Context: an optimization exercise on an open-source flow, tuned for small area, a short achievable clock period and few clock cycles per item. The choices shown serve that exercise and are no tape-out recipe.
Only simulation tests tie the RTL to the original design; equivalence was not proved.
Power is estimated from default activity; no workload was simulated.

--- config.mk ---
export PLATFORM = sky130hd
export DESIGN_NAME = branch_detect_top
export DESIGN_NICKNAME = branch_detect_top
export VERILOG_FILES = /design/flow/design.v
export SDC_FILE = /design/flow/constraint.sdc
export NUM_CORES = 4
export LEC_CHECK = 0
export CAP_MARGIN = 20
export CORE_AREA = 10 10 450 450
export DIE_AREA = 0 0 460 460
export SETUP_SLACK_MARGIN = 2.0
export SLEW_MARGIN = 20
--- flow/run.sh ---
#!/bin/bash
set -euo pipefail
cd "$(dirname "${BASH_SOURCE[0]}")/.."
export BUFFER_PORTS_ARGS="-buffer_cell sky130_fd_sc_hd__buf_1"
export CTS_ARGS="-sink_clustering_enable -repair_clock_nets -dont_use_dummy_load -buf_list sky130_fd_sc_hd__clkbuf_8"
bash standard.sh > standard_flow.log 2>&1
--- standard.sh ---
#!/bin/bash
# synth_recipe.tcl (not shown) runs the flow's synth.tcl, then flattens the netlist and writes it again
# the make line also repeats each setting of config.mk as NAME=value (left out here)
make -C /OpenROAD-flow-scripts/flow DESIGN_CONFIG=/design/flow/config.mk WORK_HOME=/design/flow/orfs CLKGATE_MAP_FILE= SYNTH_SCRIPT=/design/flow/synth_recipe.tcl "${@:-finish}"
--- constraint.sdc ---
create_clock -name core_clock -period 5.5 [get_ports {w_BranchFifoFire_1}]
set_input_delay 1.1000 -clock core_clock [delete_from_list [all_inputs] [get_ports {w_BranchFifoFire_1}]]
set_output_delay 1.1000 -clock core_clock [all_outputs]
set_load 0.01 [all_outputs]
--- design.v ---
package branch_detect_pkg;
  localparam int slot_num = 16;
  localparam int slot_w   = 4;
  localparam int data_w   = 32;
  localparam int dep_w    = 4;
  localparam int reg_w    = 5;
  localparam int inst_w   = 32;
  localparam logic [dep_w-1:0] dep_none = '1;
  typedef enum logic [2:0] {
    op_alu,
    op_load,
    op_store,
    op_bjp,
    op_nop
  } op_e;
  typedef enum logic [1:0] {
    cond_eq,
    cond_ne,
    cond_lt,
    cond_ge
  } cond_e;
  typedef struct packed {
    op_e               opcode;
    cond_e             cond;
    logic [dep_w-1:0]  dep_l;
    logic [dep_w-1:0]  dep_r;
    logic [reg_w-1:0]  rs1;
    logic [reg_w-1:0]  rs2;
    logic signed [8:0] offset;
  } inst_t;
  typedef logic [slot_w-1:0] slot_t;
  function automatic slot_t first_set(input logic [slot_num-1:0] mask);
    first_set = '0;
    for (int i = slot_num - 1; i >= 0; i--) begin
      if (mask[i]) begin
        first_set = slot_t'(i);
      end
    end
  endfunction
endpackage
`timescale 1ns/1ns
module branch_detect_top (
  input  logic                 w_BranchFifoFire_1,
  input  logic                 rstn,
  input  logic                 i_pkt_valid,
  input  logic [511:0]         i_pkt_inst,
  input  logic [31:0]          i_pkt_pc,
  output logic                 o_pkt_ready,
  output logic                 o_grf_req,
  output logic [4:0]           o_grf_rs1,
  output logic [4:0]           o_grf_rs2,
  input  logic                 i_grf_valid,
  input  logic [31:0]          i_grf_l,
  input  logic [31:0]          i_grf_r,
  output logic                 o_byp_req,
  output logic [3:0]           o_byp_dep_l,
  output logic [3:0]           o_byp_dep_r,
  input  logic                 i_byp_valid,
  input  logic [31:0]          i_byp_l,
  input  logic [31:0]          i_byp_r,
  output logic                 o_issue_valid,
  output logic [511:0]         o_issue_inst,
  output logic [15:0]          o_issue_mask,
  output logic                 o_redirect_valid,
  output logic [31:0]          o_redirect_pc,
  input  logic                 i_issue_ready
);
  function automatic logic [19:0] prio_sel(input logic [15:0] v, input logic [319:0] f);
    logic [15:0]  va;
    logic [319:0] fa;
    va = v;
    fa = f;
    for (int w = 1; w < 16; w = w * 2) begin
      for (int k = 0; k < 16; k = k + 2 * w) begin
        fa[20*k +: 20] = va[k] ? fa[20*k +: 20] : fa[20*(k+w) +: 20];
        va[k]          = va[k] | va[k+w];
      end
    end
    prio_sel = fa[19:0];
  endfunction
  function automatic logic [10:0] add10(input logic [9:0] a, input logic [9:0] b, input logic cin);
    logic [9:0] g, p, gg, pp, gn, pn;
    logic [10:0] c;
    g = a & b;
    p = a | b;
    gg = g;
    pp = p;
    for (int w = 1; w < 10; w = w * 2) begin
      gn = gg;
      pn = pp;
      for (int i = w; i < 10; i++) begin
        gn[i] = gg[i] | (pp[i] & gg[i-w]);
        pn[i] = pp[i] & pp[i-w];
      end
      gg = gn;
      pp = pn;
    end
    c[0] = cin;
    for (int i = 0; i < 10; i++) c[i+1] = gg[i] | (pp[i] & cin);
    for (int i = 0; i < 10; i++) add10[i] = a[i] ^ b[i] ^ c[i];
    add10[10] = c[10];
  endfunction
  function automatic logic [39:0] incdec20(input logic [19:0] a);
    logic [19:0] t1, t0, n1, n0;
    t1 = a;
    t0 = ~a;
    for (int w = 1; w < 20; w = w * 2) begin
      n1 = t1;
      n0 = t0;
      for (int i = w; i < 20; i++) begin
        n1[i] = t1[i] & t1[i-w];
        n0[i] = t0[i] & t0[i-w];
      end
      t1 = n1;
      t0 = n0;
    end
    incdec20[0]  = !a[0];
    incdec20[20] = !a[0];
    for (int i = 1; i < 20; i++) begin
      incdec20[i]    = a[i] ^ t1[i-1];
      incdec20[20+i] = a[i] ^ t0[i-1];
    end
  endfunction
  logic [511:0] pkt_q;
  logic [31:0]  pc_q;
  logic         busy_q;      
  logic [15:0]  cur_oh_q;    
  logic [15:0]  lo_th_q;     
  logic         req_q;       
  logic         gp_q, bp_q;  
  logic         sl_q, sr_q;  
  logic [1:0]   cond_q;
  logic [31:0]  h_q;         
  logic         rv_q, tk_q;  
  logic         tail_q;      
  logic [9:0]   s_q;         
  logic [29:0]  tgt_q;       
  logic         ov_q;
  logic [15:0]  omask_q;
  logic         ored_q;
  logic         last_q;      
  logic [15:0] br_in, br_q;
  always_comb begin
    for (int i = 0; i < 16; i++) begin
      br_in[i] = (i_pkt_inst[32*i+29 +: 3] == 3'd3);
      br_q[i]  = (pkt_q[32*i+29 +: 3] == 3'd3);
    end
  end
  logic [15:0] first_oh;
  logic        any_in;
  always_comb begin
    for (int i = 0; i < 16; i++) first_oh[i] = br_in[i] && !(|(br_in & ((16'd1 << i) - 16'd1)));
  end
  assign any_in = |br_in;
  logic [15:0] above, rem, nxt_oh;
  always_comb begin
    for (int i = 0; i < 16; i++) above[i] = |(cur_oh_q & ((16'd1 << i) - 16'd1));
    rem = br_q & above;
    for (int i = 0; i < 16; i++) nxt_oh[i] = rem[i] && !(|(rem & ((16'd1 << i) - 16'd1)));
  end
  logic has_nxt;
  assign has_nxt = |rem;
  logic [31:0] ci;
  logic [3:0]  cur_bin;
  always_comb begin
    ci      = '0;
    cur_bin = '0;
    for (int i = 0; i < 16; i++) begin
      if (cur_oh_q[i]) ci = ci | pkt_q[32*i +: 32];
      if (cur_oh_q[i]) cur_bin = cur_bin | 4'(i);
    end
  end
  logic [319:0] fs_in, fs_q;
  always_comb begin
    for (int i = 0; i < 16; i++) begin
      fs_in[20*i +: 20] = {(i_pkt_inst[32*i+23 +: 4] == 4'hf) || (i_pkt_inst[32*i+19 +: 4] == 4'hf),
                           (i_pkt_inst[32*i+23 +: 4] != 4'hf) || (i_pkt_inst[32*i+19 +: 4] != 4'hf),
                           i_pkt_inst[32*i+9 +: 18]};
      fs_q[20*i +: 20]  = {(pkt_q[32*i+23 +: 4] == 4'hf) || (pkt_q[32*i+19 +: 4] == 4'hf),
                           (pkt_q[32*i+23 +: 4] != 4'hf) || (pkt_q[32*i+19 +: 4] != 4'hf),
                           pkt_q[32*i+9 +: 18]};
    end
  end
  logic [19:0] fi, fn;
  assign fi = prio_sel(br_in, fs_in);
  always_comb begin
    fn = '0;
    for (int i = 0; i < 16; i++) if (nxt_oh[i]) fn = fn | fs_q[20*i +: 20];
  end
  logic [17:0] f_d;
  logic between;
  assign between = !busy_q || (ov_q && last_q);
  assign f_d = between ? fi[17:0] : fn[17:0];
  logic [17:0] f_q;
  logic        greq_q, breq_q;
  assign o_grf_req   = greq_q;
  assign o_grf_rs1   = f_q[9:5];
  assign o_grf_rs2   = f_q[4:0];
  assign o_byp_req   = breq_q;
  assign o_byp_dep_l = f_q[17:14];
  assign o_byp_dep_r = f_q[13:10];
  logic gv, bv;
  assign gv = i_grf_valid;
  assign bv = i_byp_valid;
  logic [31:0] opl, opr, h_in;
  assign opl  = sl_q ? (gp_q ? i_grf_l : h_q) : (bp_q ? i_byp_l : h_q);
  assign opr  = sr_q ? (gp_q ? i_grf_r : h_q) : (bp_q ? i_byp_r : h_q);
  assign h_in = gv ? (sl_q ? i_grf_l : i_grf_r) : (sl_q ? i_byp_r : i_byp_l);
  logic [31:0] ca, cb;
  assign ca = {~opl[31], opl[30:0]};
  assign cb = {~opr[31], opr[30:0]};
  logic [31:0] l0, e0;
  logic [15:0] l1, e1;
  logic [7:0]  l2, e2;
  logic [3:0]  l3, e3;
  logic [1:0]  l4, e4;
  always_comb begin
    for (int i = 0; i < 32; i++) begin
      l0[i] = !ca[i] && cb[i];
      e0[i] = !(l0[i] || (ca[i] && !cb[i]));
    end
    for (int i = 0; i < 16; i++) begin
      l1[i] = l0[2*i+1] || (e0[2*i+1] && l0[2*i]);
      e1[i] = e0[2*i+1] && e0[2*i];
    end
    for (int i = 0; i < 8; i++) begin
      l2[i] = l1[2*i+1] || (e1[2*i+1] && l1[2*i]);
      e2[i] = e1[2*i+1] && e1[2*i];
    end
    for (int i = 0; i < 4; i++) begin
      l3[i] = l2[2*i+1] || (e2[2*i+1] && l2[2*i]);
      e3[i] = e2[2*i+1] && e2[2*i];
    end
    for (int i = 0; i < 2; i++) begin
      l4[i] = l3[2*i+1] || (e3[2*i+1] && l3[2*i]);
      e4[i] = e3[2*i+1] && e3[2*i];
    end
  end
  logic eq, lt, taken_now;
  assign lt = l4[1] || (e4[1] && l4[0]);
  assign eq = e4[1] && e4[0];
  assign taken_now = cond_q[0] ^ (cond_q[1] ? lt : eq);
  logic waiting, allin;
  assign waiting = gp_q || bp_q;
  assign allin   = waiting && (!gp_q || gv) && (!bp_q || bv);
  logic accept, xfer, out_free;
  assign o_pkt_ready = !busy_q || (ov_q && last_q && i_issue_ready);
  assign accept      = i_pkt_valid && o_pkt_ready;
  assign xfer        = ov_q && i_issue_ready;
  assign out_free    = !ov_q || i_issue_ready;
  logic do_res, do_tail, t;
  assign do_res  = out_free && (allin || (!waiting && rv_q));
  assign do_tail = out_free && tail_q && !req_q && !waiting && !rv_q;
  assign t       = allin ? taken_now : tk_q;
  logic ng_f, nb_f;
  assign ng_f = between ? fi[19] : fn[19];
  assign nb_f = between ? fi[18] : fn[18];
  logic req1, req0, greq1, greq0, breq1, breq0, tail1, tail0, last1, last0, ored1, ored0;
  always_comb begin
    if (accept) begin
      req1  = any_in;          req0  = any_in;
      greq1 = any_in && ng_f;  greq0 = any_in && ng_f;
      breq1 = any_in && nb_f;  breq0 = any_in && nb_f;
      tail1 = 1'b0;            tail0 = 1'b0;
      last1 = 1'b1;            last0 = 1'b1;
      ored1 = 1'b0;            ored0 = 1'b0;
    end else if (do_res) begin
      req1  = 1'b0;            req0  = has_nxt;
      greq1 = 1'b0;            greq0 = has_nxt && ng_f;
      breq1 = 1'b0;            breq0 = has_nxt && nb_f;
      tail1 = 1'b0;            tail0 = !has_nxt && !cur_oh_q[15];
      last1 = 1'b1;            last0 = !has_nxt && cur_oh_q[15];
      ored1 = 1'b1;            ored0 = 1'b0;
    end else begin
      req1  = 1'b0;            req0  = 1'b0;
      greq1 = 1'b0;            greq0 = 1'b0;
      breq1 = 1'b0;            breq0 = 1'b0;
      tail1 = tail_q && !do_tail;
      tail0 = tail1;
      last1 = last_q || do_tail;
      last0 = last1;
      ored1 = ored_q && !do_tail;
      ored0 = ored1;
    end
  end
  always_ff @(posedge w_BranchFifoFire_1 or negedge rstn) begin
    if (!rstn) begin
      busy_q <= 1'b0;
      req_q  <= 1'b0;
      greq_q <= 1'b0;
      breq_q <= 1'b0;
      gp_q   <= 1'b0;
      bp_q   <= 1'b0;
      rv_q   <= 1'b0;
      tail_q <= 1'b0;
      ov_q   <= 1'b0;
    end else begin
      req_q  <= t ? req1 : req0;
      greq_q <= t ? greq1 : greq0;
      breq_q <= t ? breq1 : breq0;
      tail_q <= t ? tail1 : tail0;
      if (req_q) begin
        gp_q <= greq_q;
        bp_q <= breq_q;
      end
      if (xfer) begin
        ov_q <= 1'b0;
        if (last_q) busy_q <= 1'b0;
      end
      if (accept) begin
        busy_q <= 1'b1;
        rv_q   <= 1'b0;
        gp_q   <= 1'b0;
        bp_q   <= 1'b0;
        ov_q   <= !any_in;
      end else begin
        if (waiting) begin
          if (gv) gp_q <= 1'b0;
          if (bv) bp_q <= 1'b0;
          if (allin && !out_free) rv_q <= 1'b1;
        end
        if (do_res) begin
          rv_q <= 1'b0;
          ov_q <= 1'b1;
        end
        if (do_tail) ov_q <= 1'b1;
      end
    end
  end
  always_ff @(posedge w_BranchFifoFire_1) begin
    last_q <= t ? last1 : last0;
    ored_q <= t ? ored1 : ored0;
    if (accept) begin
      pkt_q    <= i_pkt_inst;
      pc_q     <= i_pkt_pc;
      lo_th_q  <= 16'hffff;
      cur_oh_q <= first_oh;
      omask_q  <= 16'hffff;
    end else if (do_res) begin
      omask_q  <= lo_th_q & ~above;
      lo_th_q  <= above;
      cur_oh_q <= nxt_oh;
    end else if (do_tail) begin
      omask_q <= lo_th_q;
    end
    if (between || do_res) f_q <= f_d;
    if (req_q) begin
      sl_q   <= (f_q[17:14] == 4'hf);
      sr_q   <= (f_q[13:10] == 4'hf);
      cond_q <= ci[28:27];
    end
    if (waiting && allin && !out_free) tk_q <= taken_now;
    if (gv || bv) h_q <= h_in;
    s_q   <= s_d;
    if (!(ov_q && ored_q)) tgt_q <= tgt_d;
  end
  logic [9:0]  s_d;
  logic [10:0] lo_sum;
  logic [39:0] pc_id;
  logic [29:0] tgt_d;
  assign s_d    = add10({6'd0, cur_bin}, {ci[8], ci[8:0]}, 1'b0);
  assign lo_sum = add10(pc_q[11:2], s_q, 1'b0);
  assign pc_id  = incdec20(pc_q[31:12]);
  assign tgt_d[9:0]   = lo_sum[9:0];
  assign tgt_d[29:10] = (lo_sum[10] == s_q[9]) ? pc_q[31:12] : (lo_sum[10] ? pc_id[19:0] : pc_id[39:20]);
  assign o_issue_valid    = ov_q;
  assign o_issue_mask     = omask_q;
  assign o_redirect_valid = ored_q;
  assign o_redirect_pc    = {tgt_q, pc_q[1:0]};
  always_comb begin
    for (int i = 0; i < 16; i++) o_issue_inst[32*i +: 32] = omask_q[i] ? pkt_q[32*i +: 32] : 32'd0;
  end
endmodule
==> run_results.csv, run 1 <==
group,metric,value,unit
cells_and_area,fin_area,48410,um^2
route,firstDrtPassIters,9,
clock_network,clk_latency,890,ps
cells_and_area,layout-drive-gt1-share,12.11,%
sta,fmax,0.2795,GHz
hold_path,min_path_type,"in -> async",
logic_synthesis,ys_ff_latch,698,
sta,min_period,3578,ps
logic_synthesis,synth_warnings,1,
clock_network,cts_tree,"built",
logic_synthesis,synthAdderAreaFrac,2.085,%
logic_synthesis,ys_top_cells_by_area,"edfxtp_1 (53%), and2_1 (8.8%), mux2i_1 (2.9%)",
die,dieArea,211600,um^2
sta,hold-worst-slack,226.9,ps
die,io_pins,1261,
clock_network,postCtsHoldBufs,0,
worst_setup_path,crit_arrival,4330,ps
logic_synthesis,yosys.area.top_type,"edfxtp_1",
grt,grt_usage,23.98,%
logic_synthesis,synthXorXnorAreaFrac,0.8584,%
logic_synthesis,synth-compound-area-share,13.81,%
logic_synthesis,netlist_instances,3192,
clock_network,root_buffer,"clkbuf_8",
worst_setup_path,cp-end-kind,"flip-flop",
route,drc_errors,0,
route,drt-total-wl,269.0,mm
route,drtIter0Drc,4911,
route,postRouteAntennaNets,0,
worst_setup_path,critPathLaunch,"gp_q",
sta,finClkSkew,94.84,ps
logic_synthesis,synthSimpleGateAreaFrac,18.50,%
flow_run,maxCapViolations,0,
status,status,"complete, no violations",
die,die_h,460,um
grt,grt_pass1_wl,343.9,mm
sta,relSlewSlack,21.68,%
worst_setup_path,critical_path_class,"reg -> reg",
die,die-width,460,um
sta,tns,0,ps
placed_design,io_buffers,1260,
placed_design,dp_hpwl,215.7,mm
power_and_ir_drop,p_leak,0.01569,uW
clock_network,clk_pin_slew,40,ps
logic_synthesis,ys.flop_type,"edfxtp_1",
logic_synthesis,syn_area_per_cell,11.51,um^2
sta,rsz0062_at_grt,"true",
logic_synthesis,synth-edff-count,645,
route,vias,36690,
sta,hold_violations,0,
placed_design,dpl-instance-area,45100,um^2
die,core,192600,um^2
logic_synthesis,yosysSeqAreaShare,55.74,%
grt,grt_antenna_before_repair,102,
logic_synthesis,synth.distinct_cells,80,
clock_network,cts_buffer_depth,3,
cells_and_area,area_growth,31.81,%
sta,post-route-period-util,65.06,%
clock_network,numCtsBuffers,138,
die,start_util,19.07,%
logic_synthesis,synth_mux_area_share,6.040,%
power_and_ir_drop,fin_total_pwr,20130,uW
power_and_ir_drop,power_per_cell_area,415.8,nW/um^2
sta,worst_slew_pin_slew,1174,ps
logic_synthesis,syn-cell-area,36730,um^2
worst_setup_path,cp.required,6250,ps
placed_design,place.gp.congestion,1.010,
logic_synthesis,synth_top_area_share,52.73,%
worst_setup_path,worstPathMaxFanout,16,
grt,grt.overflow.total,0,
die,num_rows,161,
sta,setup_violations,0,
cells_and_area,final.fill_count,20760,
worst_setup_path,cp-start-kind,"flip-flop",
clock_network,htreeDepth,4,
logic_synthesis,synthTopCellsByCount,"edfxtp_1 (645), and2_1 (515), nand2_1 (194)",
logic_synthesis,synthArstFlopShare,1.289,%
logic_synthesis,synth_top_family_by_area,"simple AND/OR/NAND/NOR gates",
route,drt-vias-per-instance,5.124,
worst_setup_path,r2r_start,"gp_q",
grt,grt_start_max_net_pins,86,
sta,drv_slew,0,
grt,grt_pass1_vias,36810,
logic_synthesis,yosysMostFrequentCell,"edfxtp_1",
clock_network,cts_sinks,698,
logic_synthesis,syn_nets,3930,
route,avgRoutedWirePerCell,37.57,um
power_and_ir_drop,peakVddDrop,0.2198,mV
cells_and_area,nNetsFinal,5324,
[kinds of logic after synthesis]
| group | after synthesis |
|---|---|
| flip-flops | 698 |
| AO/OA/AOI/OAI | 728 |
| AND/OR/NAND/NOR | 1223 |
| XOR/XNOR | 36 |
| adder cells (fa/ha/maj) | 60 |
| multiplexers | 177 |
| buffers and inverters | 270 |
[where the power goes]
group	internal (uW)	switching, uW
Clock	2190	2250
Sequential	6550	943
Combinational	2550	5640
Total	11300	8840
[worst max-delay path, cell delays in order, from the launching register on]
cell       delay, ps
dfrtp_4          490
buf_12           160
buf_4            140
clkbuf_16        180
mux2_2           280
a21oi_1          150
ha_1             280
nand4_1          120
nor4_2            40
buf_4            160
a31oi_2          410
nor3_1           100
mux2_4           330
o31a_4           410
buf_4            170
nor2_4            70
[area by class of cell]
type,count,area [um^2],share of cell area (%)
tap,2526,3161,6.528
clock buffer,138,1899,3.923
sequential,698,20540,42.42
multi-input combinational,2224,15550,32.12
antenna,50,125.1,0.2584
inverter,47,186.4,0.3851
timing repair buffer,1477,6952,14.36
[through the flow]
step / std cells / setup WS [ps] / utilization [%]
2_1_floorplan: 3192 / 2021 / -
3_3_place_gp: 6897 / 930.7 / 23.40
3_5_place_dp: 6899 / 922.2 / 23.42
4_1_cts: 7092 / 1872 / 24.89
5_1_grt: 7124 / 1739 / 25.09
6_report: 7160 / 1922 / 25.14
[registers in the layout, summed over array words and instances, names as in the netlist, 2 cells and up]
register,cells
pkt_q,512
h_q,32
pc_q,32
tgt_q,30
f_q,18
cur_oh_q,16
lo_th_q,16
omask_q,16
s_q,10
cond_q,2
[cell usage in the layout, fill, tap and decap left out, drive strengths merged, types with 46 or more instances in the layout]
| cell | count |
|---|---|
| buf | 1472 |
| edfxtp | 645 |
| and2 | 516 |
| nand2 | 194 |
| nor2 | 181 |
| o21ai | 147 |
| clkbuf | 141 |
| a21oi | 132 |
| mux2i | 108 |
| nand4 | 102 |
| a22oi | 77 |
| a211oi | 68 |
| a221oi | 64 |
| ha | 58 |
| diode | 50 |
| inv | 47 |
| a31oi | 46 |
[worst paths after layout]
| kind | endpoint | slack (ps) | cells past startpoint |
|---|---|---|---|
| setup / recovery | req_q | 1920 | 15 |
| hold / removal | greq_q | 230 | 1 |
| setup reg to reg | req_q | 1920 | 15 |
| hold reg to reg | lo_th_q[0] | 440 | 2 |
| max in group asynchronous | gp_q | 4900 | 1 |
| min in group core_clock | pkt_q[454] | 380 | 1 |
[metal layers]
metal  share of wire [%]  routed length, um  GRT usage [%]
met5                0.14                369              0
met4                 6.7              18000          13.47
met3                 9.4              25400          7.099
met2                  50             134900          43.12
met1                  34              90340          24.78
[timing repair]
action                                  in CTS  in global routing
gates cloned                                 0                  2
setup buffers                               55                 16
pin swaps                                   11                 21
gates resized for setup                     69                 42
endpoints found under the setup margin     373                 51
Testbench counts, summed over its fixed seeds: cycles 24,708, packets 2,400.
==> inputs of run 2 (changes only) <==
--- a/config.mk
+++ b/config.mk
@@ -8,5 +8,5 @@
 export CAP_MARGIN = 20
 export CORE_AREA = 10 10 450 450
 export DIE_AREA = 0 0 460 460
-export SETUP_SLACK_MARGIN = 2.0
+export SETUP_SLACK_MARGIN = 1.5
 export SLEW_MARGIN = 20
==> run 2 against run 1 <==
Still clean. Via count fell by 1.6%. Critical path depth fell by 1. Worst setup slack got worse by 380 ps. Clock power rose by 2%. Sequential share of layout area rose by 0.89 points. Clock skew fell by 15 ps. Global-route usage barely moved. First-iteration DRC count rose by 4.5%. Sequential power rose by 4.5%. Maximum frequency fell by 9.7%. Critical path type unchanged. Largest power group is now registers. Highest routed layer unchanged.
==> run_results.csv, run 2 <==
group,metric,value,unit
status,status,"complete, no violations",
die,core,192600,um^2
logic_synthesis,synth_warnings,1,
grt,grt_usage,24.03,%
die,num_rows,161,
sta,relSlewSlack,15.41,%
placed_design,place_inst,6897,
sta,drv_slew,0,
clock_network,clk_latency,860,ps
sta,finClkSkew,80.10,ps
worst_setup_path,cp.required,6200,ps
logic_synthesis,synthArstFlopShare,1.289,%
grt,grt_start_max_net_pins,95,
sta,hold-worst-slack,410.8,ps
logic_synthesis,synthTopCellsByCount,"edfxtp_1 (645), and2_1 (515), nand2_1 (194)",
sta,post-route-period-util,72.00,%
worst_setup_path,worstPathMaxFanout,10,
die,dieArea,211600,um^2
cells_and_area,area_growth,28.98,%
logic_synthesis,ys_ff_latch,698,
clock_network,cts_sinks,698,
cells_and_area,layoutNonFillerInstCount,7110,
grt,grt_pass1_wl,343.4,mm
cells_and_area,regMostFlops,"pkt_q",
power_and_ir_drop,peakVddDrop,0.2570,mV
route,avgRoutedWirePerCell,37.74,um
cells_and_area,nNetsFinal,5267,
sta,setup_violations,0,
cells_and_area,final_common_cell,"buf_1",
worst_setup_path,critical_path_class,"reg -> reg",
grt,grt_antenna_before_repair,86,
die,die_h,460,um
cells_and_area,layout_common_cells,"buf_1 (1258), edfxtp_1 (645), and2_1 (515)",
power_and_ir_drop,fin_total_pwr,19740,uW
placed_design,io_buffers,1260,
logic_synthesis,yosysMostFrequentCell,"edfxtp_1",
cells_and_area,fin_util,24.60,%
placed_design,place.gp.congestion,0.9989,
route,firstDrtPassIters,9,
hold_path,min_path_type,"in -> reg",
die,start_util,19.07,%
worst_setup_path,cp-end-kind,"flip-flop",
sta,tns,0,ps
route,vias,36080,
grt,grt.overflow.total,0,
sta,hold_violations,0,
logic_synthesis,netlist_instances,3192,
clock_network,cts_tree,"built",
route,drtIter0Drc,5131,
logic_synthesis,ys_top_cells_by_area,"edfxtp_1 (53%), and2_1 (8.8%), mux2i_1 (2.9%)",
grt,grt_pass1_vias,36550,
logic_synthesis,yosysSeqAreaShare,55.74,%
logic_synthesis,synth-edff-count,645,
power_and_ir_drop,p_leak,0.01521,uW
clock_network,numCtsBuffers,139,
cells_and_area,reg.largest.list,"pkt_q (512), h_q (32), pc_q (32)",
sta,min_period,3960,ps
sta,rsz0062_at_grt,"true",
cells_and_area,largest_reg_flops,512,
route,drt-vias-per-instance,5.075,
power_and_ir_drop,power_per_cell_area,416.8,nW/um^2
cells_and_area,final.fill_count,20850,
logic_synthesis,yosys.area.top_type,"edfxtp_1",
logic_synthesis,syn-cell-area,36730,um^2
clock_network,cts_buffer_depth,3,
route,postRouteAntennaNets,0,
die,die-width,460,um
logic_synthesis,syn_nets,3930,
worst_setup_path,crit_arrival,4660,ps
cells_and_area,layout-drive-gt1-share,10.09,%
logic_synthesis,syn_area_per_cell,11.51,um^2
route,drt-total-wl,268.3,mm
sta,worst_slew_pin_slew,1268,ps
placed_design,dp_hpwl,216.2,mm
clock_network,root_buffer,"clkbuf_8",
clock_network,htreeDepth,4,
sta,fmax,0.2525,GHz
clock_network,postCtsHoldBufs,0,
logic_synthesis,ys.flop_type,"edfxtp_1",
logic_synthesis,synth_top_area_share,52.73,%
flow_run,maxCapViolations,0,
clock_network,clk_pin_slew,60,ps
worst_setup_path,cp-start-kind,"flip-flop",
route,drc_errors,0,
logic_synthesis,synth.distinct_cells,80,
die,io_pins,1261,
==> run 2: cell types whose count changed in the layout (fill, tap and decap cells not counted), moves of 5 or more <==
cell,delta
buf_4,-21
buf_12,-13
buf_6,-12
buf_1,+11
buf_2,-9
dfxtp_2,+8
dfxtp_4,-8
diode_2,+7
a221oi_1,+6
buf_8,-6
o21ai_0,+6
buf_16,-5
==> run 2: layout make-up <==
cell class                 count  area, um^2  share of cell area, %
timing repair buffer        1419        6108                  12.89
inverter                      47       183.9                 0.3883
tap                         2526        3161                  6.672
clock buffer                 139        1913                  4.038
multi-input combinational   2224       15350                  32.40
sequential                   698       20520                  43.31
antenna                       57       142.6                 0.3011
==> run 2: worst max-delay path, stage by stage (launching register included) <==
cell	delay, ps
dfrtp_4	550
buf_12	180
buf_4	130
mux2i_1	130
nor2_1	50
a21oi_1	150
ha_1	270
a21oi_2	190
o21ai_0	130
a221oi_2	500
o22ai_1	190
nor2_2	280
mux2_2	420
o31a_4	420
nor4_2	250
==> run 2: cells by family after synthesis <==
family	share of synthesized area (%)
AO/OA/AOI/OAI	13.81
XOR/XNOR	0.8584
adder cells (fa/ha/maj)	2.085
buffers and inverters	2.964
flip-flops	55.74
multiplexers	6.040
AND/OR/NAND/NOR	18.50
==> run 2: power by group <==
part / leakage, uW / switching (uW) / internal [uW]
combinational: 0.00780 / 5140 / 2230
sequential: 0.00640 / 1300 / 6540
clock: 0.00100 / 2320 / 2210
==> run 2: final timing paths <==
| path | start | endpoint | slack, ps | depth (start not counted) |
|---|---|---|---|---|
| setup reg to reg | bp_q | greq_q | 1540 | 14 |
| min in group asynchronous | rstn | ov_q | 430 | 1 |
| max in group asynchronous | rstn | gp_q | 4370 | 1 |
| hold reg to reg | lo_th_q[7] | omask_q[7] | 430 | 1 |
| setup / recovery | bp_q | greq_q | 1540 | 14 |
| hold / removal | i_pkt_inst[135] | pkt_q[135] | 410 | 1 |
==> run 2: metrics by stage <==
stage               instance area, um^2  setup slack (ps)
floorplan                         36750              1708
global placement                  45010             485.2
detailed placement                45030             506.9
CTS                               47090              1347
global route                      47280              1493
finish                            47370              1540
==> run 2: repair_timing <==
| item | in CTS | in global routing |
|---|---|---|
| cloned | 0 | 0 |
| gates resized for setup | 9 | 11 |
| pin swaps | 1 | 2 |
| endpoints found under the setup margin | 28 | 5 |
| hold endpoints to repair | 0 | 0 |
| setup buffers | 9 | 8 |
==> run 2: routing by layer <==
metal / track usage, % / part of all wire (%)
met1: 25.37 / 34
met5: 0 / 0.12
met4: 13.10 / 6.2
met2: 42.98 / 50
met3: 6.776 / 8.9
==> inputs of run 3 (changes only) <==
--- a/config.mk
+++ b/config.mk
@@ -8,5 +8,5 @@
 export CAP_MARGIN = 20
 export CORE_AREA = 10 10 450 450
 export DIE_AREA = 0 0 460 460
-export SETUP_SLACK_MARGIN = 1.5
+export SETUP_SLACK_MARGIN = 2.5
 export SLEW_MARGIN = 20
==> run 3 against run 2 <==
Still clean on timing, DRC and antenna. Area after synthesis stayed put. Via count is 6.7% higher. Clock-buffer cell count is 2 higher. Combinational power is 94% higher. Sequential share of layout area is 7.0 points lower. Design area is 20% higher. Power is 32% higher. Maximum frequency is 12% higher. Register-to-register slack better by 410 ps. Clock skew is 24 ps higher. Largest cell class unchanged. Largest power group is now combinational logic.
==> run_results.csv, run 3 <==
group,metric,value,unit
clock_network,cts_sinks,698,
logic_synthesis,syn_nets,3930,
logic_synthesis,yosysSeqAreaShare,55.74,%
worst_setup_path,critical_path_class,"reg -> reg",
cells_and_area,final.fill_count,19910,
route,wl_met1,102.5,mm
route,postRouteAntennaNets,0,
sta,finClkSkew,104.6,ps
logic_synthesis,syn-cell-area,36730,um^2
sta,fmax,0.2820,GHz
cells_and_area,nNetsFinal,5550,
status,status,"complete, no violations",
sta,setup_violations,0,
logic_synthesis,syn_area_per_cell,11.51,um^2
route,wl_met2,138.8,mm
hold_path,min_path_type,"in -> reg",
sta,post-route-period-util,64.47,%
cells_and_area,reg.largest.list,"pkt_q (512), h_q (32), pc_q (32)",
die,num_rows,161,
placed_design,place.gp.congestion,1.010,
logic_synthesis,netlist_instances,3192,
die,io_pins,1261,
route,met3_length,29.43,mm
logic_synthesis,synthArstFlopShare,1.289,%
sta,min_period,3546,ps
route,drtIter0Drc,5132,
sta,tns,0,ps
grt,grt_pass1_wl,370.9,mm
clock_network,clk_latency,900,ps
logic_synthesis,ys_ff_latch,698,
sta,rsz0062_at_grt,"true",
clock_network,root_buffer,"clkbuf_8",
cells_and_area,final_common_cell,"buf_1",
logic_synthesis,synth-edff-count,645,
clock_network,clk_pin_slew,60,ps
flow_run,maxCapViolations,0,
logic_synthesis,ys.flop_type,"edfxtp_1",
cells_and_area,area_growth,54.19,%
route,drt-total-wl,294.5,mm
cells_and_area,layout_common_cells,"buf_1 (774), edfxtp_1 (645), buf_6 (398)",
route,drc_errors,0,
logic_synthesis,yosysMostFrequentCell,"edfxtp_1",
sta,worst_slew_pin_slew,1110,ps
logic_synthesis,synth_warnings,1,
worst_setup_path,cp-start-kind,"flip-flop",
cells_and_area,regMostFlops,"pkt_q",
sta,hold_violations,0,
cells_and_area,fin_util,29.41,%
grt,grt_usage,26.19,%
clock_network,cts_tree,"built",
grt,grt_antenna_before_repair,76,
grt,grt.overflow.total,0,
clock_network,numCtsBuffers,141,
route,firstDrtPassIters,10,
clock_network,cts_buffer_depth,3,
cells_and_area,layout-drive-gt1-share,35.65,%
route,vias,38480,
grt,grt_pass1_vias,38340,
placed_design,io_buffers,1260,
die,die_h,460,um
worst_setup_path,crit_arrival,4280,ps
power_and_ir_drop,power_per_cell_area,460.7,nW/um^2
sta,drv_slew,0,
sta,relSlewSlack,26.02,%
logic_synthesis,synth.distinct_cells,80,
route,drt-vias-per-instance,5.206,
worst_setup_path,worstPathMaxFanout,6,
worst_setup_path,cp-end-kind,"flip-flop",
die,die-width,460,um
clock_network,postCtsHoldBufs,0,
logic_synthesis,ys_top_cells_by_area,"edfxtp_1 (53%), and2_1 (8.8%), mux2i_1 (2.9%)",
die,start_util,19.07,%
power_and_ir_drop,p_leak,0.02062,uW
logic_synthesis,yosys.area.top_type,"edfxtp_1",
cells_and_area,seqCellArea,20540,um^2
logic_synthesis,synth_top_area_share,52.73,%
power_and_ir_drop,peakVddDrop,0.2356,mV
placed_design,dp_hpwl,214.8,mm
clock_network,htreeDepth,4,
route,avgRoutedWirePerCell,39.84,um
cells_and_area,multi_input_area,17080,um^2
grt,grt_start_max_net_pins,118,
die,core,192600,um^2
route,top_layer,"met5",
worst_setup_path,cp.required,6240,ps
die,dieArea,211600,um^2
logic_synthesis,synthTopCellsByCount,"edfxtp_1 (645), and2_1 (515), nand2_1 (194)",
cells_and_area,largest_reg_flops,512,
==> run 3: repair_timing <==
item	4_1_cts	5_1_grt
gates cloned	43	4
endpoints found under the hold margin	0	0
gates resized for setup	1286	546
pin swaps	83	71
buffers inserted	229	35
setup endpoints to repair	636	470
==> run 3: layout make-up <==
class / count / share of cell area (%)
flip-flops and latches: 698 / 36.27
diodes: 56 / 0.2474
inverters: 47 / 0.3248
multi-input cells: 2227 / 30.16
well taps: 2526 / 5.581
clock buffers: 141 / 3.427
repair buffers: 1697 / 23.98
==> run 3: metrics by stage <==
| stage | cell area, um^2 | total power [uW] | cells | setup slack, ps | hold WS (ps) |
|---|---|---|---|---|---|
| after floorplan | 36870 | 10350 | 3192 | 2025 | 422.7 |
| after global placement | 45020 | 15270 | 6884 | 1063 | 431.0 |
| after detailed placement | 45020 | 15300 | 6884 | 1006 | 442.9 |
| after CTS | 54400 | 25030 | 7297 | 2015 | 247.6 |
| after global routing | 56570 | 26860 | 7365 | 1857 | 273.7 |
| final | 56630 | 26090 | 7392 | 1954 | 357.9 |
==> run 3: worst max-delay path, cell delays in order, from the launching register on <==
cell and delay, ps:
dfrtp_4 500, buf_12 170, buf_4 170, mux2_2 230, a21oi_2 60, ha_1 330, nand4_1 160, buf_4 190
nor4_4 270, buf_6 170, a31oi_2 150, a221o_1 420, o31a_4 430, nor3b_2 180
==> run 3: final timing paths <==
| kind | start | to | slack, ps | cells after the start |
|---|---|---|---|---|
| hold reg to reg | lo_th_q[0] | lo_th_q[0] | 450 | 2 |
| setup / recovery | gp_q | breq_q | 1950 | 13 |
| hold / removal | i_pkt_inst[195] | pkt_q[195] | 360 | 1 |
| min in group asynchronous | rstn | busy_q | 380 | 1 |
| setup reg to reg | gp_q | breq_q | 1950 | 13 |
| max in group asynchronous | rstn | bp_q | 4380 | 1 |
==> run 3: logic make-up (layout without fill, tap and decap cells) <==
kind of cell / count (synthesis) / in the layout / share of synthesized area [%]
AO/OA/AOI/OAI: 728 / 730 / 13.81
XOR/XNOR: 36 / 36 / 0.8584
adder cells (fa/ha/maj): 60 / 60 / 2.085
buffers and inverters: 270 / 1885 / 2.964
flip-flops: 698 / 698 / 55.74
multiplexers: 177 / 177 / 6.040
other: 0 / 56 / 0
AND/OR/NAND/NOR: 1223 / 1224 / 18.50
==> run 3: report_power, final <==
part / switching (uW) / internal, uW
logic: 7770 / 6560
registers: 632 / 6560
clock network: 2330 / 2240
==> run 3: routing by layer <==
| metal | vias up | global-route usage [%] |
|---|---|---|
| met2 | 3149 | 43.66 |
| li1 | 15430 | - |
| met5 | - | 0 |
| met4 | 32 | 17.62 |
| met1 | 19090 | 28.83 |
| met3 | 783 | 7.643 |
==> inputs of run 4 (changes only) <==
--- a/config.mk
+++ b/config.mk
@@ -8,5 +8,5 @@
 export CAP_MARGIN = 20
 export CORE_AREA = 10 10 450 450
 export DIE_AREA = 0 0 460 460
-export SETUP_SLACK_MARGIN = 2.5
+export SETUP_SLACK_MARGIN = 3.0
 export SLEW_MARGIN = 20
==> run 4 against run 3 <==
First-iteration DRC count shrank 10%. Utilization grew 2.1 points. Clock power is essentially flat. Register-to-register slack gained 80 ps. Clock skew shrank 26 ps. Routed wire length grew 0.93%. Critical path type unchanged. Highest routed layer unchanged. Maximum frequency grew 2.2%. Area after synthesis is the same. Design area grew 7.3%. Synthesized cell count is the same. Power grew 5.8%. Flip-flop and latch count is the same.
==> run_results.csv, run 4 <==
group,metric,value,unit
worst_setup_path,r2r_end,"breq_q",
worst_setup_path,cp-start-kind,"flip-flop",
worst_setup_path,path_delay_family,"simple AND/OR/NAND/NOR gates",
grt,grt.overflow.total,0,
logic_synthesis,yosys.area.top_type,"edfxtp_1",
clock_network,clk_pin_slew,60,ps
sta,drv_slew,0,
worst_setup_path,r2r_start,"gp_q",
logic_synthesis,ys.flop_type,"edfxtp_1",
cells_and_area,regMostFlops,"pkt_q",
sta,hold_violations,0,
route,postRouteAntennaNets,0,
route,vias,38980,
clock_network,htreeDepth,4,
cells_and_area,final_common_cell,"buf_1",
cells_and_area,nNetsFinal,5685,
die,num_rows,161,
hold_path,min_path_type,"in -> async",
placed_design,io_buffers,1260,
die,start_util,19.07,%
grt,grt_start_max_net_pins,84,
status,status,"complete, no violations",
grt,grt_antenna_before_repair,106,
logic_synthesis,ys_ff_latch,698,
worst_setup_path,worstPathCellList,"buf_12 -> buf_16 -> mux2_2 -> a21oi_1 -> ha_1 -> nand4_1 -> nor4_4 -> inv_1 -> o22ai_2 -> nor2_2 -> buf_6 -> mux2_4 -> o31a_1 -> nor3b_2",
placed_design,place_inst,6895,
logic_synthesis,synthArstFlopShare,1.289,%
die,dieArea,211600,um^2
grt,grt_pass1_vias,38770,
sta,fmax,0.2883,GHz
placed_design,dp_hpwl,217.2,mm
grt,grt_use_met3,9.217,%
route,firstDrtPassIters,10,
logic_synthesis,netlist_instances,3192,
clock_network,cts_tree,"built",
cells_and_area,layout-drive-gt1-share,43.66,%
logic_synthesis,synthTopCellsByCount,"edfxtp_1 (645), and2_1 (515), nand2_1 (194)",
die,die-width,460,um
logic_synthesis,synth_top_area_share,52.73,%
logic_synthesis,synth-edff-count,645,
grt,grt_util_met2,45.43,%
grt,grt_usage,26.23,%
worst_setup_path,cp.required,6250,ps
placed_design,place.gp.congestion,0.9639,
clock_network,root_buffer,"clkbuf_8",
cells_and_area,layout_common_cells,"buf_1 (676), edfxtp_1 (645), buf_6 (638)",
power_and_ir_drop,peakVddDrop,0.2578,mV
route,avgRoutedWirePerCell,39.51,um
logic_synthesis,syn-cell-area,36730,um^2
logic_synthesis,syn_nets,3930,
cells_and_area,largest_reg_flops,512,
worst_setup_path,worstPathMaxFanout,7,
sta,min_period,3468,ps
sta,setup_violations,0,
sta,relSlewSlack,32.66,%
sta,tns,0,ps
die,io_pins,1261,
worst_setup_path,crit_slowest_cell,"dfrtp_4",
logic_synthesis,synth_warnings,1,
cells_and_area,area_growth,65.45,%
logic_synthesis,synth.distinct_cells,80,
cells_and_area,reg.largest.list,"pkt_q (512), h_q (32), pc_q (32)",
power_and_ir_drop,fin_total_pwr,27600,uW
logic_synthesis,yosysSeqAreaShare,55.74,%
sta,rsz0062_at_grt,"true",
die,die_h,460,um
sta,finClkSkew,78.76,ps
route,drc_errors,0,
sta,worst_slew_pin_slew,1010,ps
grt,grt-busiest-layer,"met2",
route,drt-vias-per-instance,5.181,
placed_design,pre_cts_slack,1242,ps
worst_setup_path,reg2reg_depth,14,
grt,grt.met1_usage,28.05,%
die,core,192600,um^2
worst_setup_path,cpPeakStageDelay,510,ps
worst_setup_path,cp-end-kind,"flip-flop",
worst_setup_path,regToRegSetupSlack,2030,ps
logic_synthesis,ys_top_cells_by_area,"edfxtp_1 (53%), and2_1 (8.8%), mux2i_1 (2.9%)",
route,drt-total-wl,297.2,mm
logic_synthesis,yosysMostFrequentCell,"edfxtp_1",
grt,grt_pass1_wl,372.9,mm
clock_network,cts_sinks,698,
sta,post-route-period-util,63.06,%
worst_setup_path,path_buf_inv,4,
flow_run,maxCapViolations,0,
clock_network,cts_buffer_depth,3,
sta,final.setup.worst_slack,2032,ps
power_and_ir_drop,power_per_cell_area,454.1,nW/um^2
worst_setup_path,critical_path_class,"reg -> reg",
route,drtIter0Drc,4595,
clock_network,numCtsBuffers,141,
worst_setup_path,crit_arrival,4220,ps
power_and_ir_drop,p_leak,0.02258,uW
cells_and_area,layoutNonFillerInstCount,7523,
clock_network,clk_latency,910,ps
logic_synthesis,syn_area_per_cell,11.51,um^2
[run 4: cell counts after synthesis]
No cell type changed its count.
[run 4: worst max-delay path by stage]
stage / startpoint / endpoint / slack (ps) / depth (start not counted)
after floorplan: i_issue_ready / cur_oh_q[1] / 2030 / 7
after global placement: i_grf_r[1] / greq_q / 1210 / 13
after detailed placement: i_grf_r[1] / greq_q / 1240 / 13
after CTS: gp_q / greq_q / 2090 / 14
after global routing: gp_q / greq_q / 1830 / 14
final: gp_q / breq_q / 2030 / 14
[run 4: metrics by stage]
step           hold slack [ps]  util [%]  instance area, um^2
2_1_floorplan            422.7         -                37180
4_1_cts                  176.2     29.78                57350
3_5_place_dp             434.6     23.51                45270
3_3_place_gp             430.9     23.50                45250
6_report                 261.8     31.56                60770
5_1_grt                  222.3     31.51                60680
[run 4: per-layer routing]
| metal | vias to the layer above | part of all wire (%) |
|---|---|---|
| met5 | - | 0.18 |
| met2 | 3008 | 48 |
| li1 | 15710 | - |
| met3 | 748 | 11 |
| met4 | 88 | 6.8 |
| met1 | 19420 | 34 |
[run 4: final cells by class]
class	instances	area, um^2
inverters	47	192.7
well taps	2526	3161
diodes	52	130.1
clock buffers	141	1941
repair buffers	1829	16730
flip-flops and latches	698	20550
multi-input cells	2228	18040
repair inverters	2	17.52
fillers	19500	131800
[run 4: logic make-up (layout without fill, tap and decap cells)]
group / count (synthesis) / after routing / synth area share [%]
compound gates: 728 / 728 / 13.81
mux: 177 / 177 / 6.040
xor+xnor: 36 / 37 / 0.8584
other cells: 0 / 52 / 0
buf+inv: 270 / 2019 / 2.964
fa+ha+maj: 60 / 60 / 2.085
simple gates: 1223 / 1226 / 18.50
flops: 698 / 698 / 55.74
[run 4: what timing repair did]
action                                 in CTS  in global routing
endpoints found under the hold margin       0                  0
pin swaps                                 166                 96
buffers inserted                          304                 70
resized for setup                        1871                657
hold buffers                                0                  0
gates cloned                               49                 12
setup endpoints to repair                1216                879
[run 4: power breakdown]
group | internal [uW] | switching, uW
Sequential | 6560 | 593
Combinational | 7900 | 7960
Clock | 2240 | 2340
[run 4: worst register-to-register path, stage by stage (launching register included)]
cell	delay, ps
dfrtp_4	510
buf_12	170
buf_16	150
mux2_2	220
a21oi_1	60
ha_1	370
nand4_1	250
nor4_4	370
inv_1	100
o22ai_2	190
nor2_2	50
buf_6	130
mux2_4	320
o31a_1	290
nor3b_2	180
==> inputs of run 5 (changes only) <==
--- a/design.v
+++ b/design.v
@@ -152,14 +152,14 @@
     for (int i = 0; i < 16; i++) first_oh[i] = br_in[i] && !(|(br_in & ((16'd1 << i) - 16'd1)));
   end
   assign any_in = |br_in;
-  logic [15:0] above, rem, nxt_oh;
+  logic [15:0] above, rem, nxt_oh, nxt_oh_q;
   always_comb begin
     for (int i = 0; i < 16; i++) above[i] = |(cur_oh_q & ((16'd1 << i) - 16'd1));
     rem = br_q & above;
     for (int i = 0; i < 16; i++) nxt_oh[i] = rem[i] && !(|(rem & ((16'd1 << i) - 16'd1)));
   end
   logic has_nxt;
-  assign has_nxt = |rem;
+  assign has_nxt = |nxt_oh_q;
   logic [31:0] ci;
   logic [3:0]  cur_bin;
   always_comb begin
@@ -185,7 +185,7 @@
   assign fi = prio_sel(br_in, fs_in);
   always_comb begin
     fn = '0;
-    for (int i = 0; i < 16; i++) if (nxt_oh[i]) fn = fn | fs_q[20*i +: 20];
+    for (int i = 0; i < 16; i++) if (nxt_oh_q[i]) fn = fn | fs_q[20*i +: 20];
   end
   logic [17:0] f_d;
   logic between;
@@ -203,8 +203,9 @@
   assign gv = i_grf_valid;
   assign bv = i_byp_valid;
   logic [31:0] opl, opr, h_in;
-  assign opl  = sl_q ? (gp_q ? i_grf_l : h_q) : (bp_q ? i_byp_l : h_q);
-  assign opr  = sr_q ? (gp_q ? i_grf_r : h_q) : (bp_q ? i_byp_r : h_q);
+  logic lg_q, lb_q, rg_q, rb_q;    
+  assign opl  = ({32{lg_q}} & i_grf_l) | ({32{lb_q}} & i_byp_l) | ({32{!(lg_q || lb_q)}} & h_q);
+  assign opr  = ({32{rg_q}} & i_grf_r) | ({32{rb_q}} & i_byp_r) | ({32{!(rg_q || rb_q)}} & h_q);
   assign h_in = gv ? (sl_q ? i_grf_l : i_grf_r) : (sl_q ? i_byp_r : i_byp_l);
   logic [31:0] ca, cb;
   assign ca = {~opl[31], opl[30:0]};
@@ -239,7 +240,9 @@
   logic eq, lt, taken_now;
   assign lt = l4[1] || (e4[1] && l4[0]);
   assign eq = e4[1] && e4[0];
-  assign taken_now = cond_q[0] ^ (cond_q[1] ? lt : eq);
+  logic late;
+  assign late      = cond_q[1] ? lt : eq;
+  assign taken_now = cond_q[0] ^ late;
   logic waiting, allin;
   assign waiting = gp_q || bp_q;
   assign allin   = waiting && (!gp_q || gv) && (!bp_q || bv);
@@ -252,6 +255,12 @@
   assign do_res  = out_free && (allin || (!waiting && rv_q));
   assign do_tail = out_free && tail_q && !req_q && !waiting && !rv_q;
   assign t       = allin ? taken_now : tk_q;
+  function automatic logic tsel(input logic x1, input logic x0);
+    logic a1, a0;
+    a1 = allin ? (cond_q[0] ? x0 : x1) : (tk_q ? x1 : x0);
+    a0 = allin ? (cond_q[0] ? x1 : x0) : (tk_q ? x1 : x0);
+    tsel = late ? a1 : a0;
+  endfunction
   logic ng_f, nb_f;
   assign ng_f = between ? fi[19] : fn[19];
   assign nb_f = between ? fi[18] : fn[18];
@@ -283,6 +292,21 @@
       ored0 = ored1;
     end
   end
+  logic gp_n, bp_n, sl_n, sr_n;
+  always_comb begin
+    sl_n = req_q ? (f_q[17:14] == 4'hf) : sl_q;
+    sr_n = req_q ? (f_q[13:10] == 4'hf) : sr_q;
+    if (accept) begin
+      gp_n = 1'b0;
+      bp_n = 1'b0;
+    end else if (req_q) begin
+      gp_n = greq_q;
+      bp_n = breq_q;
+    end else begin
+      gp_n = gp_q && !gv;
+      bp_n = bp_q && !bv;
+    end
+  end
   always_ff @(posedge w_BranchFifoFire_1 or negedge rstn) begin
     if (!rstn) begin
       busy_q <= 1'b0;
@@ -295,10 +319,10 @@
       tail_q <= 1'b0;
       ov_q   <= 1'b0;
     end else begin
-      req_q  <= t ? req1 : req0;
-      greq_q <= t ? greq1 : greq0;
-      breq_q <= t ? breq1 : breq0;
-      tail_q <= t ? tail1 : tail0;
+      req_q  <= tsel(req1, req0);
+      greq_q <= tsel(greq1, greq0);
+      breq_q <= tsel(breq1, breq0);
+      tail_q <= tsel(tail1, tail0);
       if (req_q) begin
         gp_q <= greq_q;
         bp_q <= breq_q;
@@ -328,8 +352,9 @@
     end
   end
   always_ff @(posedge w_BranchFifoFire_1) begin
-    last_q <= t ? last1 : last0;
-    ored_q <= t ? ored1 : ored0;
+    nxt_oh_q <= nxt_oh;
+    last_q <= tsel(last1, last0);
+    ored_q <= tsel(ored1, ored0);
     if (accept) begin
       pkt_q    <= i_pkt_inst;
       pc_q     <= i_pkt_pc;
@@ -339,16 +364,18 @@
     end else if (do_res) begin
       omask_q  <= lo_th_q & ~above;
       lo_th_q  <= above;
-      cur_oh_q <= nxt_oh;
+      cur_oh_q <= nxt_oh_q;
     end else if (do_tail) begin
       omask_q <= lo_th_q;
     end
     if (between || do_res) f_q <= f_d;
-    if (req_q) begin
-      sl_q   <= (f_q[17:14] == 4'hf);
-      sr_q   <= (f_q[13:10] == 4'hf);
-      cond_q <= ci[28:27];
-    end
+    sl_q <= sl_n;
+    sr_q <= sr_n;
+    lg_q <= sl_n && gp_n;
+    lb_q <= !sl_n && bp_n;
+    rg_q <= sr_n && gp_n;
+    rb_q <= !sr_n && bp_n;
+    if (req_q) cond_q <= ci[28:27];
     if (waiting && allin && !out_free) tk_q <= taken_now;
     if (gv || bv) h_q <= h_in;
     s_q   <= s_d;
--- a/config.mk
+++ b/config.mk
@@ -8,5 +8,5 @@
 export CAP_MARGIN = 20
 export CORE_AREA = 10 10 450 450
 export DIE_AREA = 0 0 460 460
-export SETUP_SLACK_MARGIN = 3.0
+export SETUP_SLACK_MARGIN = 2.3
 export SLEW_MARGIN = 20
==> run 5 against run 4 <==
Design area is 21% lower. Register-to-register slack better by 220 ps. Flip-flop and latch count up 19. Combinational power fell by 33%. Still clean. Routed wire length fell by 0.59%. Non-clock buffer count is 342 lower. Critical path type unchanged.
==> run_results.csv, run 5 <==
group,metric,value,unit
status,status,"complete, no violations",
die,core,192600,um^2
logic_synthesis,syn_nets,3751,
route,postRouteAntennaNets,0,
clock_network,cts_buffer_depth,3,
worst_setup_path,crit_arrival,3980,ps
cells_and_area,layout_common_cells,"buf_1 (1193), edfxtp_1 (643), and2_1 (519)",
grt,grt_start_max_net_pins,122,
sta,post-route-period-util,59.03,%
hold_path,min_path_type,"in -> reg",
clock_network,numCtsBuffers,145,
placed_design,io_buffers,1260,
route,drtIter0Drc,5149,
logic_synthesis,syn-cell-area,35640,um^2
logic_synthesis,netlist_instances,3013,
clock_network,clk_pin_slew,60,ps
cells_and_area,nNetsFinal,5184,
sta,worst_slew_pin_slew,1069,ps
logic_synthesis,yosysSeqAreaShare,58.46,%
sta,relSlewSlack,28.73,%
die,io_pins,1261,
logic_synthesis,ys_top_cells_by_area,"edfxtp_1 (54%), and2_1 (9.1%), a22oi_1 (3.7%)",
logic_synthesis,yosysMostFrequentCell,"edfxtp_1",
logic_synthesis,yosys.area.top_type,"edfxtp_1",
logic_synthesis,syn_area_per_cell,11.83,um^2
clock_network,cts_sinks,717,
cells_and_area,fin_util,24.82,%
route,drt-vias-per-instance,5.156,
power_and_ir_drop,p_leak,0.01601,uW
worst_setup_path,worstPathMaxFanout,7,
cells_and_area,fin_area,47800,um^2
clock_network,cts_tree,"built",
cells_and_area,area_growth,34.11,%
worst_setup_path,cp-start-kind,"flip-flop",
worst_setup_path,cp-end-kind,"flip-flop",
logic_synthesis,ys_ff_latch,717,
placed_design,dpl-instance-area,43850,um^2
sta,fmax,0.3080,GHz
cells_and_area,final_common_cell,"buf_1",
worst_setup_path,reg2reg_depth,14,
clock_network,root_buffer,"clkbuf_8",
route,drt-total-wl,295.5,mm
die,die-width,460,um
sta,hold_violations,0,
sta,finClkSkew,92.70,ps
sta,hold-worst-slack,361.2,ps
clock_network,htreeDepth,4,
cells_and_area,layout-drive-gt1-share,12.96,%
sta,tns,0,ps
power_and_ir_drop,peakVddDrop,0.2459,mV
cells_and_area,largest_reg_flops,512,
grt,grt_usage,26.52,%
route,vias,36190,
route,drc_errors,0,
sta,setup_violations,0,
worst_setup_path,cp.required,6230,ps
cells_and_area,final.fill_count,20810,
logic_synthesis,synth-edff-count,643,
placed_design,place.gp.congestion,0.9914,
logic_synthesis,synth.distinct_cells,79,
grt,grt_pass1_wl,371.3,mm
sta,drv_slew,0,
grt,grt.overflow.total,0,
logic_synthesis,ys.flop_type,"edfxtp_1",
logic_synthesis,synthArstFlopShare,1.255,%
worst_setup_path,critical_path_class,"reg -> reg",
logic_synthesis,synthTopCellsByCount,"edfxtp_1 (643), and2_1 (520), nand2_1 (219)",
sta,rsz0062_at_grt,"true",
flow_run,maxCapViolations,0,
grt,grt_pass1_vias,36020,
die,num_rows,161,
grt,grt_antenna_before_repair,83,
power_and_ir_drop,fin_total_pwr,23690,uW
clock_network,postCtsHoldBufs,0,
die,start_util,18.51,%
cells_and_area,regMostFlops,"pkt_q",
clock_network,clk_latency,880,ps
logic_synthesis,synth_top_area_share,54.18,%
die,die_h,460,um
placed_design,dp_hpwl,232.8,mm
hold_path,hold_depth,1,
route,firstDrtPassIters,7,
sta,min_period,3247,ps
die,dieArea,211600,um^2
cells_and_area,reg.largest.list,"pkt_q (512), h_q (32), pc_q (32)",
power_and_ir_drop,power_per_cell_area,495.7,nW/um^2
route,avgRoutedWirePerCell,42.10,um
logic_synthesis,synth_warnings,1,
## run 5: cell count changes after synthesis, sizes merged, moves of 21 or more
cell	delta
a22oi	+99
a22o	+45
buf	-26
o21ai	-59
mux2	-35
nand2	+25
mux2i	-67
a21oi	-37
nor2	-62
nand2b	-29
dfxtp	+21
nand3	+25
o211ai	-34
## run 5: per-stage QoR
| step | instances | setup WS (ps) |
|---|---|---|
| floorplan | 3013 | 2284 |
| global placement | 6716 | 1233 |
| detailed placement | 6718 | 1209 |
| CTS | 6962 | 2168 |
| global route | 6982 | 2090 |
| finish | 7019 | 2253 |
## run 5: power breakdown
part	internal (uW)	switching, uW
combinational	3220	7400
clock	2300	2420
sequential	7220	1130
total	12700	11000
## run 5: timing repair
action | 4_1_cts | 5_1_grt
pin swaps | 18 | 17
buffers inserted | 94 | 8
cloned | 5 | 0
gates resized for setup | 157 | 38
endpoints found under the setup margin | 541 | 29
## run 5: final timing paths
| check | slack (ps) | start | end |
|---|---|---|---|
| max in group asynchronous | 4390 | rstn | ov_q |
| min | 360 | i_pkt_inst[487] | pkt_q[487] |
| min in group asynchronous | 370 | rstn | busy_q |
| max reg2reg | 2250 | lg_q | last_q |
| max | 2250 | lg_q | last_q |
| min reg2reg | 450 | lo_th_q[14] | omask_q[14] |
## run 5: cell families after synthesis
group | Yosys count | synth area share [%]
and+or+nand+nor | 1186 | 18.48
DFF | 717 | 58.46
AOI/OAI and AO/OA | 693 | 14.15
buffers and inverters | 247 | 2.665
muxes | 75 | 3.237
adders and majority gates | 60 | 2.149
xor gates and xnor gates | 35 | 0.8601
## run 5: cell type report
class	count	area (um^2)	share of cell area, %
Sequential cell	717	20910	43.75
Timing Repair Buffer	1487	7222	15.11
Multi-Input combinational cell	2049	14190	29.70
Antenna cell	49	122.6	0.2565
Tap cell	2526	3161	6.613
Inverter	46	188.9	0.3953
Clock buffer	145	1996	4.175
## run 5: routing by layer
layer,global-route usage (%),wire [um]
met1,27.46,98000
met2,47.24,148400
met3,8.754,30340
met4,14.26,18450
met5,0,311
## run 5: worst max-delay path: stages, from the launching register on
cell and delay, ps:
dfxtp_4 350, buf_12 150, nor2_4 110, buf_12 140, buf_8 120, a21oi_1 70, ha_1 290, nand4_1 220
buf_4 230, nor4_4 340, a31oi_4 150, a222oi_1 440, nand2_4 210, buf_6 170, o32a_1 140
Testbench counts of run 5, summed over its fixed seeds: cycles 24,708, packets 2,400.
==> inputs of run 6 (changes only) <==
--- a/config.mk
+++ b/config.mk
@@ -8,5 +8,5 @@
 export CAP_MARGIN = 20
 export CORE_AREA = 10 10 450 450
 export DIE_AREA = 0 0 460 460
-export SETUP_SLACK_MARGIN = 2.3
+export SETUP_SLACK_MARGIN = 2.0
 export SLEW_MARGIN = 20
==> run 6 against run 5 <==
Global-route usage decreased by 0.63 points. Still clean. Utilization is 0.57 points lower. Clock-buffer cell count unchanged. Area after synthesis is the same. Synthesized cell count stayed put. Sequential share of layout area up 0.99 points. Non-clock buffer count is 70 lower. Via count decreased by 0.71%.
==> run_results.csv, run 6 <==
group,metric,value,unit
logic_synthesis,syn_nets,3751,
grt,grt_pass1_wl,364.5,mm
flow_run,maxCapViolations,0,
placed_design,place.gp.congestion,1.010,
grt,grt_usage,25.89,%
route,vias,35930,
worst_setup_path,cp-start-kind,"primary input",
cells_and_area,area_growth,31.02,%
worst_setup_path,worstPathMaxFanout,16,
logic_synthesis,ys_ff_latch,717,
sta,fmax,0.2867,GHz
grt,grt_antenna_before_repair,91,
route,firstDrtPassIters,10,
hold_path,hold_end,"pkt_q[488]",
die,dieArea,211600,um^2
route,drtIter0Drc,4916,
power_and_ir_drop,peakVddDrop,0.2451,mV
cells_and_area,layout_common_cells,"buf_1 (1239), edfxtp_1 (643), and2_1 (520)",
worst_setup_path,r2r_start,"lg_q",
grt,grt_start_max_net_pins,95,
placed_design,pre_cts_slack,1182,ps
route,wl_met1,95.12,mm
cells_and_area,final.fill_count,20850,
logic_synthesis,synthTopCellsByCount,"edfxtp_1 (643), and2_1 (520), nand2_1 (219)",
route,top_layer,"met5",
clock_network,postCtsHoldBufs,0,
clock_network,clk_latency,920,ps
hold_path,min_path_type,"in -> reg",
cells_and_area,regMostFlops,"pkt_q",
logic_synthesis,yosysSeqAreaShare,58.46,%
die,io_pins,1261,
logic_synthesis,ys.flop_type,"edfxtp_1",
cells_and_area,seqCellArea,20890,um^2
worst_setup_path,critical_path_class,"in -> reg",
die,die_h,460,um
cells_and_area,layout-drive-gt1-share,9.671,%
logic_synthesis,synthArstFlopShare,1.255,%
grt,grt_pass1_vias,35740,
placed_design,io_buffers,1260,
sta,final.setup.worst_slack,2012,ps
status,status,"complete, no violations",
logic_synthesis,yosysMostFrequentCell,"edfxtp_1",
sta,worst_slew_pin_slew,1346,ps
worst_setup_path,cp-end-kind,"flip-flop",
sta,post-route-period-util,63.41,%
sta,finClkSkew,93.89,ps
worst_setup_path,cp.required,6100,ps
clock_network,numCtsBuffers,145,
route,wl_met2,143.7,mm
grt,grt.overflow.total,0,
route,avgRoutedWirePerCell,41.70,um
logic_synthesis,syn-cell-area,35640,um^2
cells_and_area,reg.largest.list,"pkt_q (512), h_q (32), pc_q (32)",
worst_setup_path,reg2reg_depth,11,
power_and_ir_drop,p_leak,0.01535,uW
sta,drv_slew,0,
clock_network,cts_sinks,717,
cells_and_area,multi_input_area,13980,um^2
power_and_ir_drop,power_per_cell_area,494.1,nW/um^2
cells_and_area,largest_reg_flops,512,
sta,relSlewSlack,10.25,%
hold_path,min_from,"i_pkt_inst[488]",
cells_and_area,nNetsFinal,5114,
logic_synthesis,netlist_instances,3013,
sta,hold_violations,0,
logic_synthesis,synth_top_area_share,54.18,%
logic_synthesis,synth-edff-count,643,
clock_network,clk_pin_slew,60,ps
clock_network,cts_buffer_depth,3,
logic_synthesis,yosys.area.top_type,"edfxtp_1",
die,start_util,18.51,%
hold_path,hold_depth,1,
sta,min_period,3488,ps
worst_setup_path,r2r_end,"greq_q",
logic_synthesis,synth.distinct_cells,79,
worst_setup_path,regToRegSetupSlack,2140,ps
die,core,192600,um^2
sta,tns,0,ps
logic_synthesis,syn_area_per_cell,11.83,um^2
route,drc_errors,0,
die,die-width,460,um
die,num_rows,161,
cells_and_area,final_common_cell,"buf_1",
sta,setup_violations,0,
clock_network,root_buffer,"clkbuf_8",
route,met3_length,32.23,mm
route,drt-vias-per-instance,5.170,
logic_synthesis,ys_top_cells_by_area,"edfxtp_1 (54%), and2_1 (9.1%), a22oi_1 (3.7%)",
sta,rsz0062_at_grt,"true",
clock_network,cts_tree,"built",
worst_setup_path,crit_arrival,4090,ps
placed_design,dp_hpwl,231.2,mm
clock_network,htreeDepth,4,
route,drt-total-wl,289.8,mm
logic_synthesis,synth_warnings,1,
route,postRouteAntennaNets,0,
[run 6: cell types whose count changed in the layout (fill, tap and decap cells not counted), sizes merged]
cell    before   now
clkbuf     152   150
bufbuf       2     0
buf       1478  1412
diode       49    50
[run 6: logic make-up after synthesis]
| group | after synthesis | share of synthesized area, % |
|---|---|---|
| compound gates | 693 | 14.15 |
| xor+xnor | 35 | 0.8601 |
| fa+ha+maj | 60 | 2.149 |
| buf+inv | 247 | 2.665 |
| flops | 717 | 58.46 |
| mux | 75 | 3.237 |
| simple gates | 1186 | 18.48 |
[run 6: how the worst max path moves through the flow]
| stage | endpoint | slack, ps | from |
|---|---|---|---|
| after CTS | greq_q | 2000 | lg_q |
| final | f_q[9] | 2010 | i_pkt_inst[95] |
| after floorplan | pc_q[0] | 2020 | i_issue_ready |
| after global routing | greq_q | 1980 | lg_q |
| after detailed placement | greq_q | 1180 | i_byp_r[31] |
| after global placement | greq_q | 1270 | i_byp_r[31] |
[run 6: timing repair]
item | in CTS | in global routing
gates resized for setup | 58 | 23
setup buffers | 36 | 4
hold endpoints to repair | 0 | 0
cloned | 0 | 3
pin swaps | 2 | 5
setup endpoints to repair | 372 | 15
[run 6: metal layers]
metal | global-route usage, % | vias to the layer above
met5 | 0 | -
met4 | 13.74 | 44
met3 | 8.955 | 659
met2 | 45.98 | 2976
met1 | 26.74 | 17960
li1 | - | 14300
[run 6: final cells by class]
class | count | area share (%)
sequential | 717 | 44.74
multi-input combinational | 2049 | 29.93
timing repair buffer | 1417 | 13.63
tap | 2526 | 6.768
clock buffer | 145 | 4.274
inverter | 46 | 0.3858
antenna | 50 | 0.2679
[run 6: worst max-delay path, cell delays in order]
cell,delay [ps]
buf_1,110
and3b_1,390
nor3_2,190
buf_4,300
and2_1,710
o211ai_1,210
a31oi_1,900
a21oi_1,160
[run 6: power by group]
part	internal [uW]	leakage [uW]	switching, uW
Sequential	7210	0.00663	1270
Combinational	2820	0.00768	7070
Clock	2300	0.00104	2410
Total	12300	0.0153	10700
[run 6: metrics by stage]
step                area, um^2  utilization [%]  cells  total power (uW)  hold slack, ps
floorplan                35660                -   3013             11800           421.8
global placement         43730            22.71   6709             17910           428.9
detailed placement       43740            22.71   6711             17870           432.2
CTS                      46350            24.07   6892             23160           250.6
global route             46600            24.20   6911             23860           269.7
finish                   46700            24.25   6950             23070           353.1

==> separate check: timing with driven ports <==
The flow's constraints put no driver on any port. The routed layouts listed below were extracted and timed again, unchanged, in two steps.
Step 1: set_driving_cell puts a clkbuf_16 on w_BranchFifoFire_1 and a buf_2 on each other input, an assumption about the parent block.
Step 2 moves the port delays by t, midway between the first and last clock arrival at a register: inputs arrive t later, outputs are due t later. That takes back most of the time a late clock gives input paths.
Three values: ideal, step 1, step 2; two values: the first two.
| run | t, ns | setup WS [ns] | worst setup path after step 2 | cell pins on the clock port's net |
|---|---|---|---|---|
| run 1 | 0.911 | 1.922 / 1.922 / 1.197 | input to register | 1 |
| run 2 | 0.889 | 1.540 / 1.540 / 1.030 | input to register | 1 |
| run 3 | 0.928 | 1.954 / 1.954 / 1.356 | input to register | 1 |
| run 4 | 0.948 | 2.032 / 2.032 / 1.477 | input to register | 1 |
| run 5 | 0.933 | 2.253 / 2.253 / 1.410 | input to register | 1 |
| run 6 | 0.947 | 2.012 / 2.031 / 1.091 | input to register | 1 |
After both steps setup and hold are still met in every run listed. The setup slack of run 6, which loses most, moves by +0.019 ns with the drivers and by -0.921 ns with both steps.
